Background: an optimization exercise with open tools, aiming at small area, a short achievable clock period and few clock cycles per item. Do not read the settings as production practice. Where RTL was checked, it was by simulation tests only, not by an equivalence proof against the original. No functional check of the RTL was part of runs 1 and 2.

<file path="flow/flow/run.sh">
#!/bin/bash
set -euo pipefail
export BUFFER_PORTS_ARGS="-buffer_cell sky130_fd_sc_hd__buf_1"
export CTS_ARGS="-sink_clustering_enable -repair_clock_nets -dont_use_dummy_load -buf_list sky130_fd_sc_hd__clkbuf_8"
bash standard.sh > standard_flow.log 2>&1
</file>
<file path="flow/standard.sh">
#!/bin/bash
# synth_recipe.tcl (not shown) runs the flow's synth.tcl, then flattens the netlist and writes it again
# the make line also repeats each setting of config.mk as NAME=value (left out here)
make -C /OpenROAD-flow-scripts/flow DESIGN_CONFIG=/design/flow/config.mk WORK_HOME=/design/flow/orfs CLKGATE_MAP_FILE= SYNTH_SCRIPT=/design/flow/synth_recipe.tcl "${@:-finish}"
</file>
<file path="flow/design.v">
module masked_sbox_pipe (
  input  logic        clk,
  input  logic        rst,
  input  logic        in_valid,
  output logic        in_ready,
  input  logic        in_encrypt,
  input  logic [31:0] in_a,
  input  logic [31:0] in_m,
  input  logic [31:0] in_n,
  input  logic        flush,
  output logic        out_valid,
  input  logic        out_ready,
  output logic [31:0] out_q,
  output logic [31:0] out_n,
  output logic        mask_err
);
  logic        v, err, e_q, ld, zero;
  logic [31:0] t_d, t_q, n_q;
  logic [3:0] ld_l;
  assign ld = ld_l[0];
  rdy_gate u_rdy (.v(v), .r(out_ready), .f(flush), .y(in_ready));
  always_comb begin
    zero = 1'b0;
    for (int i = 0; i < 4; i++)
      zero = zero | (in_m[8*i +: 8] == 8'h00) | (in_n[8*i +: 8] == 8'h00);
  end
  for (genvar i = 0; i < 4; i++) begin : g_lane
    ld_gate  u_ld  (.v(v), .r(out_ready), .y(ld_l[i]));
    sbox_in  u_in  (.a(in_a[8*i +: 8]), .m(in_m[8*i +: 8]), .e(in_encrypt), .t(t_d[8*i +: 8]));
    sbox_out u_out (.tq(t_q[8*i +: 8]), .eq(e_q), .n(n_q[8*i +: 8]), .y(out_q[8*i +: 8]));
  end
  assign out_valid = v;
  assign out_n     = n_q;
  assign mask_err  = err;
  always_ff @(posedge clk or posedge rst) begin
    if (rst) begin
      v   <= 1'b0;
      err <= 1'b0;
    end else if (flush) begin
      v   <= 1'b0;
      err <= 1'b0;
    end else begin
      if (ld) v <= in_valid;
      if (in_valid & ld & zero) err <= 1'b1;
    end
  end
  always_ff @(posedge clk) begin
    if (ld) e_q <= in_encrypt;
  end
  for (genvar i = 0; i < 4; i++) begin : g_reg
    always_ff @(posedge clk) begin
      if (ld_l[i]) begin
        t_q[8*i +: 8] <= t_d[8*i +: 8];
        n_q[8*i +: 8] <= in_n[8*i +: 8];
      end
    end
  end
endmodule
module ld_gate (input logic v, input logic r, output logic y);
  assign y = ~v | r;
endmodule
module rdy_gate (input logic v, input logic r, input logic f, output logic y);
  assign y = (~v | r) & ~f;
endmodule
module sbox_in (
  input  logic [7:0] a,
  input  logic [7:0] m,
  input  logic e,
  output logic [7:0] t
);
  logic s1, s2, s3, s5, s6, s7, s8, s9, s10, s11, s12, s13, s14, s15, s16, s17, s18, s176, s19, s20, s21, s22, s23, s24, s25, s177, s27;
  c_xnor g0 (.a(a[0]), .b(m[0]), .y(s1));
  c_xor g1 (.a(a[1]), .b(m[1]), .y(s2));
  c_xor g2 (.a(a[2]), .b(m[2]), .y(s3));
  c_xor g3 (.a(a[4]), .b(m[4]), .y(s5));
  c_xor g4 (.a(a[5]), .b(m[5]), .y(s6));
  c_xor g5 (.a(a[6]), .b(m[6]), .y(s7));
  c_xor g6 (.a(a[7]), .b(m[7]), .y(s8));
  c_xor g7 (.a(s5), .b(s7), .y(s9));
  c_xnor g8 (.a(s5), .b(s8), .y(s10));
  c_xnor g9 (.a(s7), .b(s10), .y(s11));
  c_xnor g10 (.a(s1), .b(s2), .y(s12));
  c_xor g11 (.a(s9), .b(s12), .y(s13));
  c_xnor g12 (.a(s6), .b(s13), .y(s14));
  c_xor g13 (.a(s5), .b(s14), .y(s15));
  c_xor g14 (.a(s2), .b(s14), .y(s16));
  c_xnor g15 (.a(s10), .b(s16), .y(s17));
  c_xor g16 (.a(s2), .b(s15), .y(s18));
  c_xor g17 (.a(a[3]), .b(m[3]), .y(s176));
  c_xor g18 (.a(s176), .b(s12), .y(s19));
  c_xor g19 (.a(s10), .b(s19), .y(s20));
  c_xor g20 (.a(s7), .b(s19), .y(s21));
  c_xnor g21 (.a(s3), .b(s21), .y(s22));
  c_xor g22 (.a(s3), .b(s8), .y(s23));
  c_xor g23 (.a(s23), .b(s15), .y(s24));
  c_xor g24 (.a(s6), .b(s23), .y(s25));
  c_xnor g25 (.a(s1), .b(s13), .y(s177));
  c_xor g26 (.a(s21), .b(s177), .y(s27));
  c_muxi g27 (.s(e), .a(s15), .b(s9), .y(t[0]));
  c_muxi g28 (.s(e), .a(s17), .b(s21), .y(t[1]));
  c_muxi g29 (.s(e), .a(s24), .b(s10), .y(t[2]));
  c_muxi g30 (.s(e), .a(s16), .b(s13), .y(t[3]));
  c_muxi g31 (.s(e), .a(s18), .b(s27), .y(t[4]));
  c_muxi g32 (.s(e), .a(s22), .b(s14), .y(t[5]));
  c_muxi g33 (.s(e), .a(s20), .b(s11), .y(t[6]));
  c_muxi g34 (.s(e), .a(s1), .b(s25), .y(t[7]));
endmodule
module sbox_out (
  input  logic [7:0] tq,
  input  logic eq,
  input  logic [7:0] n,
  output logic [7:0] y
);
  logic s42, s43, s46, s47, s48, s49, s50, s51, s52, s53, s55, s56, s58, s59, s60, s61, s63, s65, s66, s67, s68, s70, s178, s179, s180, s79, s181, s182, s183, s184, s81, s171, s185, s186, s173, s187, s188, s189, s190, s175, s83, s84, s85, s86, s87, s88, s89, s90, s91, s93, s94, s191, s95, s96, s97, s98, s100, s102, s103, s104, s106, s192, s108, s193, s110, s194, s111, s112, s113, s115, s116, s195, s117, s118, s119, s121, s123, s124, s126, s196, s128, s197, s129, s198, s130, s199, s131, s132, s133, s200, s201, s134, s135, s136, s137, s138, s139, s140, s142, s202, s143, s144, s146, s203, s147, s149, s204, s150, s152, s155, s157, s159, s161, s164, s167, s169;
  logic [3:0] iv0;
  gf16inv h0 (.a({s175, s81, s173, s79}), .y(iv0));
  assign s83 = iv0[0];
  assign s84 = iv0[1];
  assign s85 = iv0[2];
  assign s86 = iv0[3];
  c_xor g0 (.a(tq[4]), .b(tq[0]), .y(s42));
  c_xor g1 (.a(tq[5]), .b(tq[1]), .y(s43));
  c_xor g2 (.a(tq[6]), .b(tq[4]), .y(s46));
  c_xor g3 (.a(tq[7]), .b(tq[5]), .y(s47));
  c_xor g4 (.a(tq[2]), .b(tq[0]), .y(s48));
  c_xor g5 (.a(tq[3]), .b(tq[1]), .y(s49));
  c_xor g6 (.a(s47), .b(s46), .y(s50));
  c_xor g7 (.a(s49), .b(s48), .y(s51));
  c_nand g8 (.a(s50), .b(s51), .y(s52));
  c_nand g9 (.a(s46), .b(s48), .y(s53));
  c_nand g10 (.a(s47), .b(s49), .y(s55));
  c_xor g11 (.a(s55), .b(s52), .y(s56));
  c_xor g12 (.a(tq[7]), .b(tq[6]), .y(s58));
  c_xor g13 (.a(tq[3]), .b(tq[2]), .y(s59));
  c_nand g14 (.a(s58), .b(s59), .y(s60));
  c_nand g15 (.a(tq[6]), .b(tq[2]), .y(s61));
  c_nand g16 (.a(tq[7]), .b(tq[3]), .y(s63));
  c_xor g17 (.a(tq[5]), .b(tq[4]), .y(s65));
  c_xor g18 (.a(tq[1]), .b(tq[0]), .y(s66));
  c_nand g19 (.a(s65), .b(s66), .y(s67));
  c_nand g20 (.a(tq[4]), .b(tq[0]), .y(s68));
  c_nand g21 (.a(tq[5]), .b(tq[1]), .y(s70));
  c_xnor g22 (.a(s68), .b(s42), .y(s178));
  c_xnor g23 (.a(s43), .b(s67), .y(s179));
  c_xor g24 (.a(s178), .b(s179), .y(s180));
  c_xor g25 (.a(s180), .b(s56), .y(s79));
  c_xor g26 (.a(tq[7]), .b(tq[3]), .y(s181));
  c_xnor g27 (.a(s61), .b(s43), .y(s182));
  c_xnor g28 (.a(s181), .b(s60), .y(s183));
  c_xor g29 (.a(s182), .b(s183), .y(s184));
  c_xor g30 (.a(s184), .b(s56), .y(s81));
  c_xor g31 (.a(s53), .b(s55), .y(s171));
  c_xnor g32 (.a(s70), .b(s43), .y(s185));
  c_xnor g33 (.a(s67), .b(s185), .y(s186));
  c_xor g34 (.a(s171), .b(s186), .y(s173));
  c_xor g35 (.a(tq[6]), .b(tq[2]), .y(s187));
  c_xnor g36 (.a(s63), .b(s42), .y(s188));
  c_xnor g37 (.a(s187), .b(s60), .y(s189));
  c_xor g38 (.a(s188), .b(s171), .y(s190));
  c_xor g39 (.a(s189), .b(s190), .y(s175));
  c_xor g44 (.a(s85), .b(s83), .y(s87));
  c_xor g45 (.a(s86), .b(s84), .y(s88));
  c_xor g46 (.a(s88), .b(s87), .y(s89));
  c_nand g47 (.a(s89), .b(s51), .y(s90));
  c_nand g48 (.a(s87), .b(s48), .y(s91));
  c_nand g49 (.a(s88), .b(s49), .y(s93));
  c_xor g50 (.a(s93), .b(s90), .y(s94));
  c_xor g51 (.a(s91), .b(s90), .y(s191));
  c_xor g52 (.a(s94), .b(s191), .y(s95));
  c_xor g53 (.a(s86), .b(s85), .y(s96));
  c_nand g54 (.a(s96), .b(s59), .y(s97));
  c_nand g55 (.a(s85), .b(tq[2]), .y(s98));
  c_nand g56 (.a(s86), .b(tq[3]), .y(s100));
  c_xor g57 (.a(s84), .b(s83), .y(s102));
  c_nand g58 (.a(s102), .b(s66), .y(s103));
  c_nand g59 (.a(s83), .b(tq[0]), .y(s104));
  c_nand g60 (.a(s84), .b(tq[1]), .y(s106));
  c_xor g61 (.a(s104), .b(s103), .y(s192));
  c_xor g62 (.a(s192), .b(s94), .y(s108));
  c_xor g63 (.a(s98), .b(s97), .y(s193));
  c_xor g64 (.a(s193), .b(s94), .y(s110));
  c_xor g65 (.a(s100), .b(s97), .y(s194));
  c_xor g66 (.a(s194), .b(s95), .y(s111));
  c_nand g67 (.a(s89), .b(s50), .y(s112));
  c_nand g68 (.a(s87), .b(s46), .y(s113));
  c_nand g69 (.a(s88), .b(s47), .y(s115));
  c_xor g70 (.a(s115), .b(s112), .y(s116));
  c_xor g71 (.a(s113), .b(s112), .y(s195));
  c_xor g72 (.a(s116), .b(s195), .y(s117));
  c_nand g73 (.a(s96), .b(s58), .y(s118));
  c_nand g74 (.a(s85), .b(tq[6]), .y(s119));
  c_nand g75 (.a(s86), .b(tq[7]), .y(s121));
  c_nand g76 (.a(s102), .b(s65), .y(s123));
  c_nand g77 (.a(s83), .b(tq[4]), .y(s124));
  c_nand g78 (.a(s84), .b(tq[5]), .y(s126));
  c_xor g79 (.a(s124), .b(s123), .y(s196));
  c_xor g80 (.a(s196), .b(s116), .y(s128));
  c_xor g81 (.a(s126), .b(s123), .y(s197));
  c_xor g82 (.a(s197), .b(s117), .y(s129));
  c_xor g83 (.a(s119), .b(s118), .y(s198));
  c_xor g84 (.a(s198), .b(s116), .y(s130));
  c_xor g85 (.a(s121), .b(s118), .y(s199));
  c_xor g86 (.a(s199), .b(s117), .y(s131));
  c_xor g87 (.a(s128), .b(s110), .y(s132));
  c_xor g88 (.a(s108), .b(s129), .y(s133));
  c_xor g89 (.a(s106), .b(s103), .y(s200));
  c_xor g90 (.a(s200), .b(s95), .y(s201));
  c_xnor g91 (.a(s131), .b(s201), .y(s134));
  c_xor g92 (.a(s130), .b(s132), .y(s135));
  c_xnor g93 (.a(s131), .b(s133), .y(s136));
  c_xor g94 (.a(s111), .b(s132), .y(s137));
  c_xnor g95 (.a(s130), .b(s110), .y(s138));
  c_xnor g96 (.a(s128), .b(s133), .y(s139));
  c_xor g97 (.a(s108), .b(s131), .y(s140));
  c_xnor g98 (.a(s137), .b(s136), .y(s142));
  c_xor g99 (.a(s108), .b(s135), .y(s202));
  c_xnor g100 (.a(s134), .b(s202), .y(s143));
  c_xor g101 (.a(s128), .b(s108), .y(s144));
  c_xnor g102 (.a(s130), .b(s139), .y(s146));
  c_xor g103 (.a(s129), .b(s131), .y(s203));
  c_xor g104 (.a(s135), .b(s203), .y(s147));
  c_xnor g105 (.a(s134), .b(s137), .y(s149));
  c_xor g106 (.a(s111), .b(s135), .y(s204));
  c_xnor g107 (.a(s134), .b(s204), .y(s150));
  c_muxi g108 (.s(eq), .a(s136), .b(s111), .y(s152));
  c_xnor g109 (.a(n[0]), .b(s152), .y(y[0]));
  c_muxi g110 (.s(eq), .a(s139), .b(s144), .y(s155));
  c_xnor g111 (.a(n[1]), .b(s155), .y(y[1]));
  c_muxi g112 (.s(eq), .a(s149), .b(s146), .y(s157));
  c_xnor g113 (.a(n[2]), .b(s157), .y(y[2]));
  c_muxi g114 (.s(eq), .a(s147), .b(s142), .y(s159));
  c_xnor g115 (.a(n[3]), .b(s159), .y(y[3]));
  c_muxi g116 (.s(eq), .a(s135), .b(s140), .y(s161));
  c_xnor g117 (.a(n[4]), .b(s161), .y(y[4]));
  c_muxi g118 (.s(eq), .a(s134), .b(s150), .y(s164));
  c_xnor g119 (.a(n[5]), .b(s164), .y(y[5]));
  c_muxi g120 (.s(eq), .a(s138), .b(s143), .y(s167));
  c_xnor g121 (.a(n[6]), .b(s167), .y(y[6]));
  c_muxi g122 (.s(eq), .a(s132), .b(s133), .y(s169));
  c_xnor g123 (.a(n[7]), .b(s169), .y(y[7]));
endmodule
module gf16inv (input logic [3:0] a, output logic [3:0] y);
  logic [3:0] r;
  always_comb begin
    case (a)
      4'd0: r = 4'd0;
      4'd1: r = 4'd4;
      4'd2: r = 4'd12;
      4'd3: r = 4'd8;
      4'd4: r = 4'd1;
      4'd5: r = 4'd10;
      4'd6: r = 4'd14;
      4'd7: r = 4'd13;
      4'd8: r = 4'd3;
      4'd9: r = 4'd11;
      4'd10: r = 4'd5;
      4'd11: r = 4'd9;
      4'd12: r = 4'd2;
      4'd13: r = 4'd7;
      4'd14: r = 4'd6;
      4'd15: r = 4'd15;
      default: r = 4'd0;
    endcase
  end
  assign y[0] = r[0];
  assign y[1] = r[1];
  assign y[2] = r[2];
  assign y[3] = r[3];
endmodule
module c_muxi (input logic s, input logic a, input logic b, output logic y);
  assign y = ~(s ? a : b);
endmodule
module c_nand (input logic a, input logic b, output logic y);
  assign y = ~(a & b);
endmodule
module c_xnor (input logic a, input logic b, output logic y);
  assign y = ~(a ^ b);
endmodule
module c_xor (input logic a, input logic b, output logic y);
  assign y = a ^ b;
endmodule
</file>
<file path="flow/constraint.sdc">
create_clock -name core_clock -period 27.0 [get_ports {clk}]
set_input_delay 5.4000 -clock core_clock [delete_from_list [all_inputs] [get_ports {clk}]]
set_output_delay 5.4000 -clock core_clock [all_outputs]
set_load 0.01 [all_outputs]
</file>
<file path="flow/config.mk">
export PLATFORM = sky130hd
export DESIGN_NAME = masked_sbox_pipe
export DESIGN_NICKNAME = masked_sbox_pipe
export VERILOG_FILES = /design/flow/design.v
export SDC_FILE = /design/flow/constraint.sdc
export NUM_CORES = 4
export LEC_CHECK = 0
export ABC_CLOCK_PERIOD_IN_PS = 27000
export CAP_MARGIN = 20
export CORE_MARGIN = 2
export CORE_UTILIZATION = 40
export SLEW_MARGIN = 20
export SYNTH_HIERARCHICAL = 1
</file>
==> results.txt, run 1 <==
Post-synth ARST share 2.99%; layout cells sized above 1 under 10%; die height roughly 140 um; Boundary Pins between 150 and 200; Critical Path AT between 5 and 6 ns; highest clock rate slightly below 0.09 GHz; leading area contributor after synthesis xor2_1; GR Layer Usage met2 29.8%; setup bufs post-CTS 0; final hold vios 0; Final setup viols 0; detailed-route via count around 5,600; Clock Path Buffers 2; worst slew pin tran around 1.1 ns; critical path type reg2out; Critical Path Source Type flop; DR WL/cell around 14 um; worst clock skew ~0.013 ns; syn_area_per_cell between 9 and 10 um2; most frequent cell after synthesis xor2_1; Ys Warns 8; CP required between 20 and 25 ns; Final Non-Filler Cells ~1,200; final worst path period share 42.1%; GR Overflow Total 0; DR iter-0 viols approximately 170; I/O Buffers 168; Synth Cell Area around 0.0077 mm2; first-pass GRT wire length about 27 mm; Reg clk slew, reported paths approximately 0.070 ns; ant diodes 0; leading post-synthesis cells by cell area xor2_1 (36%), edfxtp_1 (25%), xnor2_1 (15%), mux2i_1 (8.4%), nand2_1 (5.7%); met1 global-route usage 20.5%; Final GP Congestion approximately 0.85; Final Util approximately 47%; synthesized net count about 900; Seq/Total Area, Yosys between 20% and 30%; synthesized flop and latch total 67; max-slew violations 0; CP endpoint kind output port; Final ANT Viol Nets 0; total wire length 16.8 mm; Initial Util 40.9%; number of flops mapped to enable cells by yosys 65; gr busiest metal met2; drt pass-1 iters 4; HPWL Detailed between 10 and 15 mm; core area between 0.015 and 0.02 mm2; latest clock arrival within the worst-skew pair about 0.36 ns; Setup TNS Final 0 ns; most frequently used flop master after synthesis edfxtp_1; die width approximately 140 um; unrepaired setup endpoints after global routing false; Mapped Cells between 700 and 800; CTS Hold Bufs 0; Slew HR between 20% and 30%; dpl cells between 1,000 and 1,500; PostCTS Resize Cnt 0; top-area cell type share of the netlist area about 36%; CTS root buf clkbuf_8; total track usage around 17%; Final min period approximately 11 ns; worst r2r path cells 1; die outline area 0.0203 mm2; Commonest cells post-synth xor2_1 (316), xnor2_1 (132), nand2_1 (117), edfxtp_1 (65), mux2i_1 (64); initial antenna violation count 0; pin count of the biggest net entering global routing 34; Final nets between 1,000 and 1,500; CTS tree built; hold crit path type reg2reg; via count of the first global-routing pass 5,574; Distinct cells, synth 22; Syn-to-layout area delta 13.8%; Num Clock Sinks 67; residual DRC count 0; TritonCTS Buffers 9; Hold Path Cell Cnt 2; H-tree depth 3; M3 GR Usage under 10%; status finished clean; worst-path fanout max 6; site row count 50; Max Cap Viol 0; routed vias/inst ~4.7
[worst max-delay path: stages, from the launching register on]
cell and delay, ns:
edfxtp_1 0.50, xor2_1 0.32, xor2_1 0.22, nand2_1 0.09
xor2_1 0.28, xor2_1 0.38, inv_1 0.08, ha_1 0.30
nor2_1 0.06, o22ai_1 0.39, xor2_1 0.30, xor2_1 0.21
nand2_1 0.12, xor2_1 0.33, xor2_1 0.36, xor2_1 0.33
xor2_1 0.40, xor2_1 0.23, xnor2_1 0.10, mux2i_1 0.27
xnor2_1 0.17, buf_1 0.18
[final timing paths]
check,slack (ns),endpoint,from
worst max-delay path,15.63,out_q[6],t_q[0]$_DFFE_PP_
worst min-delay path,0.55,err$_DFFE_PP0P_,err$_DFFE_PP0P_
worst max register to register,25.44,n_q[16]$_DFFE_PP_,v$_DFFE_PP0P_
worst min register to register,0.55,err$_DFFE_PP0P_,err$_DFFE_PP0P_
max in group asynchronous,22.04,v$_DFFE_PP0P_,rst
min in group asynchronous,4.85,err$_DFFE_PP0P_,rst
[per-module statistics from Yosys (local to each module, per instance), excerpt]
module	area, um2	flip-flops and latches	cells	times used
c_muxi	10.0	0	1	64
c_nand	3.75	0	1	108
ld_gate	6.26	0	1	4
masked_sbox_pipe	2180	67	101	1
rdy_gate	12.5	0	2	1
c_xnor	8.76	0	1	132
c_xor	8.76	0	1	316
gf16inv	120	0	16	4
[registers in the layout (all words and copies together) (netlist names)]
signal and flops:
t_q 32, v 1, n_q 32, err 1
e_q 1
[cell families after synthesis]
family                   share of synthesized area [%]
buffers and inverters                             1.13
AO/OA/AOI/OAI                                     1.88
multiplexers                                      9.53
AND/OR/NAND/NOR                                   8.89
adder cells (fa/ha/maj)                           1.31
XOR/XNOR                                          51.2
flip-flops                                        26.1
[metal layers]
| metal | vias to the layer above | share of wire, % |
|---|---|---|
| met5 | - | 0 |
| met4 | 0 | 1.2 |
| met3 | 14 | 4.9 |
| met2 | 149 | 48 |
| met1 | 2513 | 45 |
| li1 | 2950 | - |
[layout by cell type (no fill, tap or decap), drive strengths merged, types with 4 or more instances in the layout]
| cell type | instances |
|---|---|
| ha | 8 |
| inv | 23 |
| clkbuf | 10 |
| xnor2 | 132 |
| mux2i | 64 |
| a21oi | 6 |
| edfxtp | 65 |
| nor2 | 5 |
| a22o | 4 |
| mux4 | 4 |
| xor2 | 316 |
| nand2b | 13 |
| buf | 168 |
| nand2 | 117 |
| nand3b | 4 |
| o221ai | 4 |
| o22ai | 4 |
| nor4 | 16 |
[metrics by stage]
| step | setup WS [ns] | cell area, um2 | hold WS, ns |
|---|---|---|---|
| 2_1_floorplan | 16.02 | 7670 | 0.560 |
| 3_3_place_gp | 15.73 | 8600 | 0.541 |
| 3_5_place_dp | 15.72 | 8600 | 0.533 |
| 4_1_cts | 15.60 | 8720 | 0.548 |
| 5_1_grt | 15.07 | 8730 | 0.630 |
| 6_report | 15.63 | 8730 | 0.550 |
[layout make-up]
class | instances | area [um2]
Sequential cell | 67 | 2000
Tap cell | 234 | 293
Inverter | 23 | 86.3
Clock buffer | 9 | 124
Timing Repair Buffer | 169 | 639
Multi-Input combinational cell | 701 | 5580
Fill cell | 1878 | 10000
==> inputs of run 2 (changes only) <==
--- a/flow/design.v
+++ b/flow/design.v
@@ -111,7 +111,7 @@
   input  logic [7:0] n,
   output logic [7:0] y
 );
-  logic s42, s43, s46, s47, s48, s49, s50, s51, s52, s53, s55, s56, s58, s59, s60, s61, s63, s65, s66, s67, s68, s70, s178, s179, s180, s79, s181, s182, s183, s184, s81, s171, s185, s186, s173, s187, s188, s189, s190, s175, s83, s84, s85, s86, s87, s88, s89, s90, s91, s93, s94, s191, s95, s96, s97, s98, s100, s102, s103, s104, s106, s192, s108, s193, s110, s194, s111, s112, s113, s115, s116, s195, s117, s118, s119, s121, s123, s124, s126, s196, s128, s197, s129, s198, s130, s199, s131, s132, s133, s200, s201, s134, s135, s136, s137, s138, s139, s140, s142, s202, s143, s144, s146, s203, s147, s149, s204, s150, s152, s155, s157, s159, s161, s164, s167, s169;
+  logic s42, s43, s46, s47, s48, s49, s50, s51, s52, s53, s55, s56, s58, s59, s60, s61, s63, s65, s66, s67, s68, s70, s178, s179, s180, s79, s181, s182, s183, s184, s81, s171, s185, s186, s173, s187, s188, s189, s190, s175, s83, s84, s85, s86, s87, s88, s89, s90, s91, s93, s94, s191, s95, s96, s97, s98, s100, s102, s103, s104, s106, s192, s108, s193, s110, s194, s111, s112, s113, s115, s116, s195, s117, s118, s119, s121, s123, s124, s126, s196, s128, s197, s129, s198, s130, s199, s131, s200, s201, s132, s133, s134, s135, s136, s137, s138, s139, s140, s141, s142, s143, s146, s148, s150, s153, s155, s202, s157, s203, s158, s159, s160, s163, s204, s164, s165, s167, s169;
   logic [3:0] iv0;
   gf16inv h0 (.a({s175, s81, s173, s79}), .y(iv0));
   assign s83 = iv0[0];
@@ -201,43 +201,45 @@
   c_xor g84 (.a(s198), .b(s116), .y(s130));
   c_xor g85 (.a(s121), .b(s118), .y(s199));
   c_xor g86 (.a(s199), .b(s117), .y(s131));
-  c_xor g87 (.a(s128), .b(s110), .y(s132));
-  c_xor g88 (.a(s108), .b(s129), .y(s133));
-  c_xor g89 (.a(s106), .b(s103), .y(s200));
-  c_xor g90 (.a(s200), .b(s95), .y(s201));
-  c_xnor g91 (.a(s131), .b(s201), .y(s134));
-  c_xor g92 (.a(s130), .b(s132), .y(s135));
-  c_xnor g93 (.a(s131), .b(s133), .y(s136));
-  c_xor g94 (.a(s111), .b(s132), .y(s137));
-  c_xnor g95 (.a(s130), .b(s110), .y(s138));
-  c_xnor g96 (.a(s128), .b(s133), .y(s139));
-  c_xor g97 (.a(s108), .b(s131), .y(s140));
-  c_xnor g98 (.a(s137), .b(s136), .y(s142));
-  c_xor g99 (.a(s108), .b(s135), .y(s202));
-  c_xnor g100 (.a(s134), .b(s202), .y(s143));
-  c_xor g101 (.a(s128), .b(s108), .y(s144));
-  c_xnor g102 (.a(s130), .b(s139), .y(s146));
-  c_xor g103 (.a(s129), .b(s131), .y(s203));
-  c_xor g104 (.a(s135), .b(s203), .y(s147));
-  c_xnor g105 (.a(s134), .b(s137), .y(s149));
-  c_xor g106 (.a(s111), .b(s135), .y(s204));
-  c_xnor g107 (.a(s134), .b(s204), .y(s150));
-  c_muxi g108 (.s(eq), .a(s136), .b(s111), .y(s152));
-  c_xnor g109 (.a(n[0]), .b(s152), .y(y[0]));
-  c_muxi g110 (.s(eq), .a(s139), .b(s144), .y(s155));
-  c_xnor g111 (.a(n[1]), .b(s155), .y(y[1]));
-  c_muxi g112 (.s(eq), .a(s149), .b(s146), .y(s157));
-  c_xnor g113 (.a(n[2]), .b(s157), .y(y[2]));
-  c_muxi g114 (.s(eq), .a(s147), .b(s142), .y(s159));
-  c_xnor g115 (.a(n[3]), .b(s159), .y(y[3]));
-  c_muxi g116 (.s(eq), .a(s135), .b(s140), .y(s161));
-  c_xnor g117 (.a(n[4]), .b(s161), .y(y[4]));
-  c_muxi g118 (.s(eq), .a(s134), .b(s150), .y(s164));
-  c_xnor g119 (.a(n[5]), .b(s164), .y(y[5]));
-  c_muxi g120 (.s(eq), .a(s138), .b(s143), .y(s167));
+  c_xor g87 (.a(s106), .b(s103), .y(s200));
+  c_xor g88 (.a(s200), .b(s95), .y(s201));
+  c_xor g89 (.a(s131), .b(s201), .y(s132));
+  c_xnor g90 (.a(s130), .b(s110), .y(s133));
+  c_xnor g91 (.a(s128), .b(s133), .y(s134));
+  c_xor g92 (.a(s128), .b(s110), .y(s135));
+  c_xor g93 (.a(s128), .b(s108), .y(s136));
+  c_xnor g94 (.a(s129), .b(s136), .y(s137));
+  c_xnor g95 (.a(s130), .b(s137), .y(s138));
+  c_xor g96 (.a(s108), .b(s131), .y(s139));
+  c_xnor g97 (.a(s129), .b(s139), .y(s140));
+  c_xnor g98 (.a(s128), .b(s137), .y(s141));
+  c_xor g99 (.a(s111), .b(s135), .y(s142));
+  c_xor g100 (.a(s132), .b(s142), .y(s143));
+  c_xor g101 (.a(s108), .b(s134), .y(s146));
+  c_xor g102 (.a(s132), .b(s146), .y(s148));
+  c_muxi g103 (.s(eq), .a(s140), .b(s111), .y(s150));
+  c_xnor g104 (.a(n[0]), .b(s150), .y(y[0]));
+  c_muxi g105 (.s(eq), .a(s137), .b(s136), .y(s153));
+  c_xnor g106 (.a(n[1]), .b(s153), .y(y[1]));
+  c_muxi g107 (.s(eq), .a(s143), .b(s138), .y(s155));
+  c_xnor g108 (.a(n[2]), .b(s155), .y(y[2]));
+  c_xnor g109 (.a(n[3]), .b(s140), .y(s202));
+  c_xor g110 (.a(s146), .b(s202), .y(s157));
+  c_xor g111 (.a(n[3]), .b(s142), .y(s203));
+  c_xnor g112 (.a(s140), .b(s203), .y(s158));
+  c_muxi g113 (.s(eq), .a(s157), .b(s158), .y(s159));
+  c_muxi g114 (.s(eq), .a(s134), .b(s139), .y(s160));
+  c_xnor g115 (.a(n[4]), .b(s160), .y(y[4]));
+  c_xnor g116 (.a(n[5]), .b(s132), .y(s163));
+  c_xor g117 (.a(n[5]), .b(s130), .y(s204));
+  c_xor g118 (.a(s204), .b(s143), .y(s164));
+  c_muxi g119 (.s(eq), .a(s163), .b(s164), .y(s165));
+  c_muxi g120 (.s(eq), .a(s133), .b(s148), .y(s167));
   c_xnor g121 (.a(n[6]), .b(s167), .y(y[6]));
-  c_muxi g122 (.s(eq), .a(s132), .b(s133), .y(s169));
+  c_muxi g122 (.s(eq), .a(s135), .b(s141), .y(s169));
   c_xnor g123 (.a(n[7]), .b(s169), .y(y[7]));
+  c_inv g124 (.a(s159), .y(y[3]));
+  c_inv g125 (.a(s165), .y(y[5]));
 endmodule
 module gf16inv (input logic [3:0] a, output logic [3:0] y);
   logic [3:0] r;
@@ -267,6 +269,9 @@
   assign y[2] = r[2];
   assign y[3] = r[3];
 endmodule
+module c_inv (input logic a, output logic y);
+  assign y = ~a;
+endmodule
 module c_muxi (input logic s, input logic a, input logic b, output logic y);
   assign y = ~(s ? a : b);
 endmodule
==> results.txt, run 2 <==
Final min period 11.26 ns (-0.116 ns); residual DRC count 0 (unchanged); HPWL Detailed 14.5 mm (+3.9%); Critical Path AT 5.86 ns (-0.11 ns); worst r2r path cells 5 (+4); pin count of the biggest net entering global routing 34 (unchanged); synthesized flop and latch total 67 (unchanged); Final GP Congestion 0.814 (-3.9%); Critical Path Source Type primary input; max-slew violations 0 (unchanged); layout cells sized above 1 2.46% (-0.12 points); leading area contributor after synthesis xor2_1; Slew HR 24.7% (-2.3 points); unrepaired setup endpoints after global routing false; highest clock rate 0.0888 GHz (+1.0%); worst-path fanout max 5 (-1); I/O Buffers 168 (unchanged); final hold vios 0 (unchanged); CTS root buf clkbuf_8; via count of the first global-routing pass 5,615 (+0.74%); Final ANT Viol Nets 0 (unchanged); core area 0.0188 mm2 (unchanged); total track usage 17.0% (+0.44 points); most frequently used flop master after synthesis edfxtp_1; Regs by FF count n_q (32), t_q (32); final worst path period share 41.7% (-0.43 points); site row count 50 (unchanged); commonest non-fill, non-tap cell in the layout xor2_1; status finished clean; Commonest cells post-synth xor2_1 (324), xnor2_1 (124), nand2_1 (117), edfxtp_1 (65), mux2i_1 (64); Max Cap Viol 0 (unchanged); worst clock skew 0.0259 ns (+0.0130 ns); Reg clk slew, reported paths 0.06 ns (about the same); worst slew pin tran 1.13 ns (+0.0346 ns); Clock Path Buffers 2 (unchanged); Final Util 46.6% (+0.15 points); critical path type in2out; CP required 21.60 ns (about the same); Ys Warns 8 (unchanged); Synth Cell Area 0.00770 mm2 (+0.39%); Final nets 1,089 (+0.74%); CTS tree built; drt pass-1 iters 4 (unchanged); DR iter-0 viols 256 (+53%); TritonCTS Buffers 9 (unchanged); hold crit path type reg2reg; initial antenna violation count 0 (unchanged); Mapped Cells 799 (+1.0%); Initial Util 41.0% (+0.16 points); Post-synth ARST share 2.99% (unchanged); die height 143 um (+0.19%); H-tree depth 3 (unchanged); Distinct cells, synth 22 (unchanged); Boundary Pins 169 (unchanged); die outline area 0.0204 mm2 (+0.38%); leading post-synthesis cells by cell area xor2_1 (37%), edfxtp_1 (25%), xnor2_1 (14%), mux2i_1 (8.3%), nand2_1 (5.7%); GR Overflow Total 0 (unchanged); Setup TNS Final 0 ns (unchanged); first-pass GRT wire length 27.2 mm (+2.2%); syn_area_per_cell 9.64 um2 (-0.61%); CTS Hold Bufs 0 (unchanged); Seq/Total Area, Yosys 26.0% (-0.10 points); latest clock arrival within the worst-skew pair 0.36 ns (about the same); DR WL/cell 14.2 um (+1.5%); setup bufs post-CTS 0 (unchanged); top-area cell type share of the netlist area 36.9% (+0.77 points); die width 143 um (+0.19%); routed vias/inst 4.78 (+2.3%); PostCTS Resize Cnt 0 (unchanged); ant diodes 0 (unchanged); number of flops mapped to enable cells by yosys 65 (unchanged); synthesized net count 909 (+0.89%); Final setup viols 0 (unchanged); total wire length 17.2 mm (+2.2%); most frequent cell after synthesis xor2_1; Hold Path Cell Cnt 2 (unchanged); Num Clock Sinks 67 (unchanged); Syn-to-layout area delta 13.7% (about the same); detailed-route via count 5,792 (+3.0%); CP endpoint kind output port; most frequent cells in the layout xor2_1 (324), buf_1 (167), xnor2_1 (124)
==> run 2: cell types whose count changed after synthesis <==
cell / change
xor2_1: +8
inv_1: +8
xnor2_1: -8
==> run 2: area by class of cell <==
type,count,area (um2)
Fill cell,1821,10000
Sequential cell,67,2000
Tap cell,234,293
Inverter,31,116
Timing Repair Buffer,169,639
Multi-Input combinational cell,701,5580
Clock buffer,9,124
==> run 2: through the flow <==
stage	setup slack, ns	cells	instance area (um2)	hold WS [ns]
2_1_floorplan	16.02	799	7700	0.560
3_3_place_gp	15.74	1202	8630	0.553
3_5_place_dp	15.74	1202	8630	0.545
4_1_cts	15.74	1211	8750	0.554
5_1_grt	15.20	1211	8750	0.566
6_report	15.74	1211	8750	0.551
==> run 2: cells by family after synthesis <==
kind of cell             after synthesis  synth area share, %
AND/OR/NAND/NOR                      157                 8.86
flip-flops                            67                 26.0
adder cells (fa/ha/maj)                8                 1.30
buffers and inverters                 31                 1.51
XOR/XNOR                             448                 51.0
AO/OA/AOI/OAI                         20                 1.87
multiplexers                          68                 9.49
==> run 2: critical path: stages <==
cell	delay [ns]
buf_1	0.13
inv_1	0.07
a21oi_2	0.10
buf_1	0.15
==> run 2: worst paths after layout <==
kind                                    to             from  slack (ns)
setup / recovery                  in_ready        out_ready       15.74
hold / removal             err$_DFFE_PP0P_  err$_DFFE_PP0P_        0.55
setup reg to reg           err$_DFFE_PP0P_    v$_DFFE_PP0P_       25.26
hold reg to reg            err$_DFFE_PP0P_  err$_DFFE_PP0P_        0.55
max in group asynchronous  err$_DFFE_PP0P_              rst       22.03
min in group asynchronous    v$_DFFE_PP0P_              rst        4.85
==> run 2: metal layers <==
layer / vias to the layer above / track usage (%) / routed length (um)
li1: 2967 / - / -
met1: 2644 / 21.6 / 7940
met2: 162 / 29.5 / 8050
met3: 19 / 3.19 / 866
met4: 0 / 5.11 / 302
met5: - / 0 / 0
==> run 2: modules after synthesis, one instance, submodules excluded, excerpt <==
module	times used	flops+latches
c_xor	324	0
gf16inv	4	0
rdy_gate	1	0
c_inv	8	0
c_xnor	124	0
masked_sbox_pipe	1	67
ld_gate	4	0
c_muxi	64	0
c_nand	108	0
==> inputs of run 3 (changes only) <==
--- a/flow/design.v
+++ b/flow/design.v
@@ -111,7 +111,7 @@
   input  logic [7:0] n,
   output logic [7:0] y
 );
-  logic s42, s43, s46, s47, s48, s49, s50, s51, s52, s53, s55, s56, s58, s59, s60, s61, s63, s65, s66, s67, s68, s70, s178, s179, s180, s79, s181, s182, s183, s184, s81, s171, s185, s186, s173, s187, s188, s189, s190, s175, s83, s84, s85, s86, s87, s88, s89, s90, s91, s93, s94, s191, s95, s96, s97, s98, s100, s102, s103, s104, s106, s192, s108, s193, s110, s194, s111, s112, s113, s115, s116, s195, s117, s118, s119, s121, s123, s124, s126, s196, s128, s197, s129, s198, s130, s199, s131, s200, s201, s132, s133, s134, s135, s136, s137, s138, s139, s140, s141, s142, s143, s146, s148, s150, s153, s155, s202, s157, s203, s158, s159, s160, s163, s204, s164, s165, s167, s169;
+  logic s42, s43, s46, s47, s48, s49, s50, s51, s52, s53, s55, s56, s58, s59, s60, s61, s63, s65, s66, s67, s68, s70, s178, s179, s180, s79, s181, s182, s183, s184, s81, s171, s185, s186, s173, s187, s188, s189, s190, s175, s83, s84, s85, s86, s87, s88, s89, s90, s91, s93, s94, s191, s95, s96, s97, s98, s100, s102, s103, s104, s106, s192, s108, s193, s110, s194, s111, s112, s113, s115, s116, s195, s117, s118, s119, s121, s123, s124, s126, s196, s128, s197, s129, s198, s130, s199, s131, s200, s201, s132, s133, s134, s135, s136, s137, s138, s139, s140, s141, s142, s143, s146, s148, s150, s153, s155, s202, s157, s203, s158, s160, s163, s204, s164, s167, s169;
   logic [3:0] iv0;
   gf16inv h0 (.a({s175, s81, s173, s79}), .y(iv0));
   assign s83 = iv0[0];
@@ -224,22 +224,20 @@
   c_muxi g107 (.s(eq), .a(s143), .b(s138), .y(s155));
   c_xnor g108 (.a(n[2]), .b(s155), .y(y[2]));
   c_xnor g109 (.a(n[3]), .b(s140), .y(s202));
-  c_xor g110 (.a(s146), .b(s202), .y(s157));
+  c_xnor g110 (.a(s146), .b(s202), .y(s157));
   c_xor g111 (.a(n[3]), .b(s142), .y(s203));
-  c_xnor g112 (.a(s140), .b(s203), .y(s158));
-  c_muxi g113 (.s(eq), .a(s157), .b(s158), .y(s159));
+  c_xor g112 (.a(s140), .b(s203), .y(s158));
+  c_muxi g113 (.s(eq), .a(s157), .b(s158), .y(y[3]));
   c_muxi g114 (.s(eq), .a(s134), .b(s139), .y(s160));
   c_xnor g115 (.a(n[4]), .b(s160), .y(y[4]));
-  c_xnor g116 (.a(n[5]), .b(s132), .y(s163));
+  c_xor g116 (.a(n[5]), .b(s132), .y(s163));
   c_xor g117 (.a(n[5]), .b(s130), .y(s204));
-  c_xor g118 (.a(s204), .b(s143), .y(s164));
-  c_muxi g119 (.s(eq), .a(s163), .b(s164), .y(s165));
+  c_xnor g118 (.a(s204), .b(s143), .y(s164));
+  c_muxi g119 (.s(eq), .a(s163), .b(s164), .y(y[5]));
   c_muxi g120 (.s(eq), .a(s133), .b(s148), .y(s167));
   c_xnor g121 (.a(n[6]), .b(s167), .y(y[6]));
   c_muxi g122 (.s(eq), .a(s135), .b(s141), .y(s169));
   c_xnor g123 (.a(n[7]), .b(s169), .y(y[7]));
-  c_inv g124 (.a(s159), .y(y[3]));
-  c_inv g125 (.a(s165), .y(y[5]));
 endmodule
 module gf16inv (input logic [3:0] a, output logic [3:0] y);
   logic [3:0] r;
@@ -269,9 +267,6 @@
   assign y[2] = r[2];
   assign y[3] = r[3];
 endmodule
-module c_inv (input logic a, output logic y);
-  assign y = ~a;
-endmodule
 module c_muxi (input logic s, input logic a, input logic b, output logic y);
   assign y = ~(s ? a : b);
 endmodule
==> results.txt, run 3 <==
leading area contributor after synthesis xor2_1; Hold Path Sink err$_DFFE_PP0P_; site row count 50 (unchanged); critical path startpoint t_q[3]$_DFFE_PP_; Regs by FF count n_q (32), t_q (32); critical path type reg2out; syn_area_per_cell 9.69 um2 (+0.62%); I/O Buffers 168 (unchanged); core area 0.0188 mm2 (unchanged); Post-synth ARST share 2.99% (unchanged); Slew HR 33.2% (+8.5 points); final worst path period share 41.8% (+0.13 points); max layer used met4; Synth Cell Area 0.00767 mm2 (-0.39%); highest clock rate 0.0885 GHz (-0.32%); Seq/Total Area, Yosys 26.1% (+0.10 points); pin count of the biggest net entering global routing 34 (unchanged); total wire length 17.0 mm (-1.0%); Setup TNS Final 0 ns (unchanged); WL met3 1.03 mm (+18%); Syn-to-layout area delta 13.8% (about the same); Crit-path slowest cell edfxtp_1; max-slew violations 0 (unchanged); routed vias/inst 4.75 (-0.73%); Final nets 1,081 (-0.73%); CTS tree built; number of flops mapped to enable cells by yosys 65 (unchanged); total track usage 17.0% (-0.090 points); reg-to-reg endpoint err$_DFFE_PP0P_; DP Area 0.00860 mm2 (-0.35%); crit-path max cell delay 0.51 ns (+0.36 ns); H-tree depth 3 (unchanged); first-pass GRT wire length 27.2 mm (-0.28%); HPWL Detailed 14.3 mm (-1.3%); worst clock skew 0.0157 ns (-0.0102 ns); synthesized flop and latch total 67 (unchanged); Initial Util 40.9% (-0.16 points); die width 142 um (-0.19%); GR Overflow Total 0 (unchanged); initial antenna violation count 0 (unchanged); dpl cells 1,194 (-0.67%); worst-path fanout max 6 (+1); Reg2Reg Launch Point v$_DFFE_PP0P_; DRT met1 WL 7.85 mm (-1.1%); status finished clean; die outline area 0.0203 mm2 (-0.38%); hold crit path type reg2reg; synthesized net count 901 (-0.88%); DR WL/cell 14.1 um (-0.34%); Final GP Congestion 0.833 (+2.3%); Final min period 11.29 ns (+0.0361 ns); layout cells sized above 1 2.48% (+0.020 points); Commonest cells post-synth xor2_1 (324), xnor2_1 (124), nand2_1 (117), edfxtp_1 (65), mux2i_1 (64); most frequent cells in the layout xor2_1 (324), buf_1 (167), xnor2_1 (124); worst slew pin tran 1.00 ns (-0.128 ns); top-area cell type share of the netlist area 37.0% (+0.14 points); final hold vios 0 (unchanged); Clock Path Buffers 2 (unchanged); CP endpoint kind output port; via count of the first global-routing pass 5,673 (+1.0%); leading post-synthesis cells by cell area xor2_1 (37%), edfxtp_1 (25%), xnor2_1 (14%), mux2i_1 (8.4%), nand2_1 (5.7%); most frequent cell after synthesis xor2_1; Mapped Cells 791 (-1.0%); CTS Hold Bufs 0 (unchanged); Final ANT Viol Nets 0 (unchanged); Num Clock Sinks 67 (unchanged); Final setup viols 0 (unchanged); TritonCTS Buffers 9 (unchanged); Most Frequent Cell on Critical Path xor2_1; die height 142 um (-0.19%); residual DRC count 0 (unchanged); drt pass-1 iters 4 (unchanged); R2R setup slack 25.27 ns (about the same); Ys Warns 8 (unchanged); Max Cap Viol 0 (unchanged); ant diodes 0 (unchanged); detailed-route via count 5,712 (-1.4%); Critical Path AT 5.89 ns (+0.03 ns); Finished Cell Area 0.00872 mm2 (-0.34%); CP required 21.60 ns (about the same); Critical Path Source Type flop; worst r2r path cells 5 (unchanged); CP Cell Sequence xor2_1 -> xor2_1 -> nand2_1 -> xor2_1 -> xor2_1 -> inv_1 -> ha_1 -> nand2b_1 -> o221ai_1 -> xor2_1 -> xor2_1 -> nand2_1 -> xor2_1 -> xor2_1 -> xor2_1 -> xor2_1 -> xor2_1 -> mux2i_1 -> xnor2_1 -> buf_1; Distinct cells, synth 22 (unchanged); latest clock arrival within the worst-skew pair 0.36 ns (about the same); DR iter-0 viols 189 (-26%); Boundary Pins 169 (unchanged); CTS root buf clkbuf_8; unrepaired setup endpoints after global routing false; Min-Delay Startpoint err$_DFFE_PP0P_; commonest non-fill, non-tap cell in the layout xor2_1; PostCTS Resize Cnt 0 (unchanged); WL met2 7.90 mm (-1.9%); Reg clk slew, reported paths 0.07 ns (about the same); most frequently used flop master after synthesis edfxtp_1; Hold Path Cell Cnt 2 (unchanged); setup bufs post-CTS 0 (unchanged); Final Non-Filler Cells 1,203 (-0.66%)
[run 3: changes by cell type in the layout (fill, tap and decap cells not counted)]
| cell | before | now |
|---|---|---|
| buf_2 | 0 | 1 |
| clkbuf_2 | 1 | 0 |
| inv_1 | 27 | 19 |
[run 3: critical path, delay by kind of cell (launching register included)]
kind            cells  cell delay (ns)
mux                 1             0.14
fa+ha+maj           1             0.31
buf+inv             2             0.28
compound gates      1             0.40
flops               1             0.51
xor+xnor           12             3.61
simple gates        3             0.27
[run 3: per-layer routing]
metal / up-vias / global-route usage [%]
met2: 163 / 28.9
li1: 2948 / -
met5: - / 0
met1: 2587 / 22.0
met4: 0 / 4.64
met3: 14 / 3.20
[run 3: how the worst max path moves through the flow]
stage / to / cells past startpoint / slack, ns
global route: out_q[2] / 20 / 15.08
finish: out_q[2] / 20 / 15.71
floorplan: in_ready / 2 / 16.02
detailed placement: in_ready / 4 / 15.73
CTS: out_q[2] / 20 / 15.64
global placement: in_ready / 4 / 15.76
[run 3: metrics by stage]
stage                     utilization [%]  hold WS (ns)  worst slack, ns
after floorplan                         -         0.560            16.02
after global routing                 46.5         0.644            15.08
after detailed placement             45.8         0.614            15.73
final                                46.5         0.604            15.71
after global placement               45.8         0.624            15.76
after CTS                            46.5         0.635            15.64
[run 3: layout make-up]
cell class	count	area (um2)
Sequential cell	67	2000
Inverter	23	86.3
Fill cell	1841	10000
Timing Repair Buffer	169	639
Multi-Input combinational cell	701	5580
Clock buffer	9	124
Tap cell	234	293
[run 3: Yosys stat by module (local to each module, per instance), a selection]
| module | cell area, um2 | flip-flops and latches | cells | copies in the design |
|---|---|---|---|---|
| c_nand | 3.75 | 0 | 1 | 108 |
| masked_sbox_pipe | 2180 | 67 | 101 | 1 |
| c_xor | 8.76 | 0 | 1 | 324 |
| ld_gate | 6.26 | 0 | 1 | 4 |
| gf16inv | 120 | 0 | 16 | 4 |
| rdy_gate | 12.5 | 0 | 2 | 1 |
| c_muxi | 10.0 | 0 | 1 | 64 |
| c_xnor | 8.76 | 0 | 1 | 124 |
[run 3: logic make-up (layout without fill, tap and decap cells)]
| group | after synthesis | after routing | share of synthesized area, % |
|---|---|---|---|
| AOI/OAI and AO/OA | 20 | 20 | 1.88 |
| xor gates and xnor gates | 448 | 448 | 51.2 |
| adders and majority gates | 8 | 8 | 1.31 |
| buffers and inverters | 23 | 201 | 1.13 |
| DFF | 67 | 67 | 26.1 |
| muxes | 68 | 68 | 9.53 |
| and+or+nand+nor | 157 | 157 | 8.89 |
Testbench counts of run 3, summed over its fixed seeds: cycles 4,104, items 4,096.

==> static timing again, ports no longer ideal <==
How much do the figures lean on ideal ports? The routed layouts below were timed once more, with nothing changed but the port constraints.
Step 1: set_driving_cell puts a clkbuf_16 on clk and a buf_2 on each other input, an assumption about the parent block.
Step 2 also shifts input and output timing later by t, the mid clock arrival at the registers, as if the neighbouring blocks saw the same clock.
Slacks: no drivers / after step 1 / after step 2; pairs: no drivers / after step 1.
run | t, ns | setup slack, ns | hold WS [ns]
run 1 | 0.388 | 15.625 / 15.592 / 15.693 | 0.550 / 0.550 / 0.550
run 2 | 0.385 | 15.742 / 15.699 / 15.699 | 0.551 / 0.551 / 0.551
run 3 | 0.394 | 15.706 / 15.672 / 15.700 | 0.604 / 0.604 / 0.604
After both steps setup and hold are still met in every run listed. The setup slack of run 2, which loses most, moves by -0.043 ns with the drivers and by -0.043 ns with both steps.
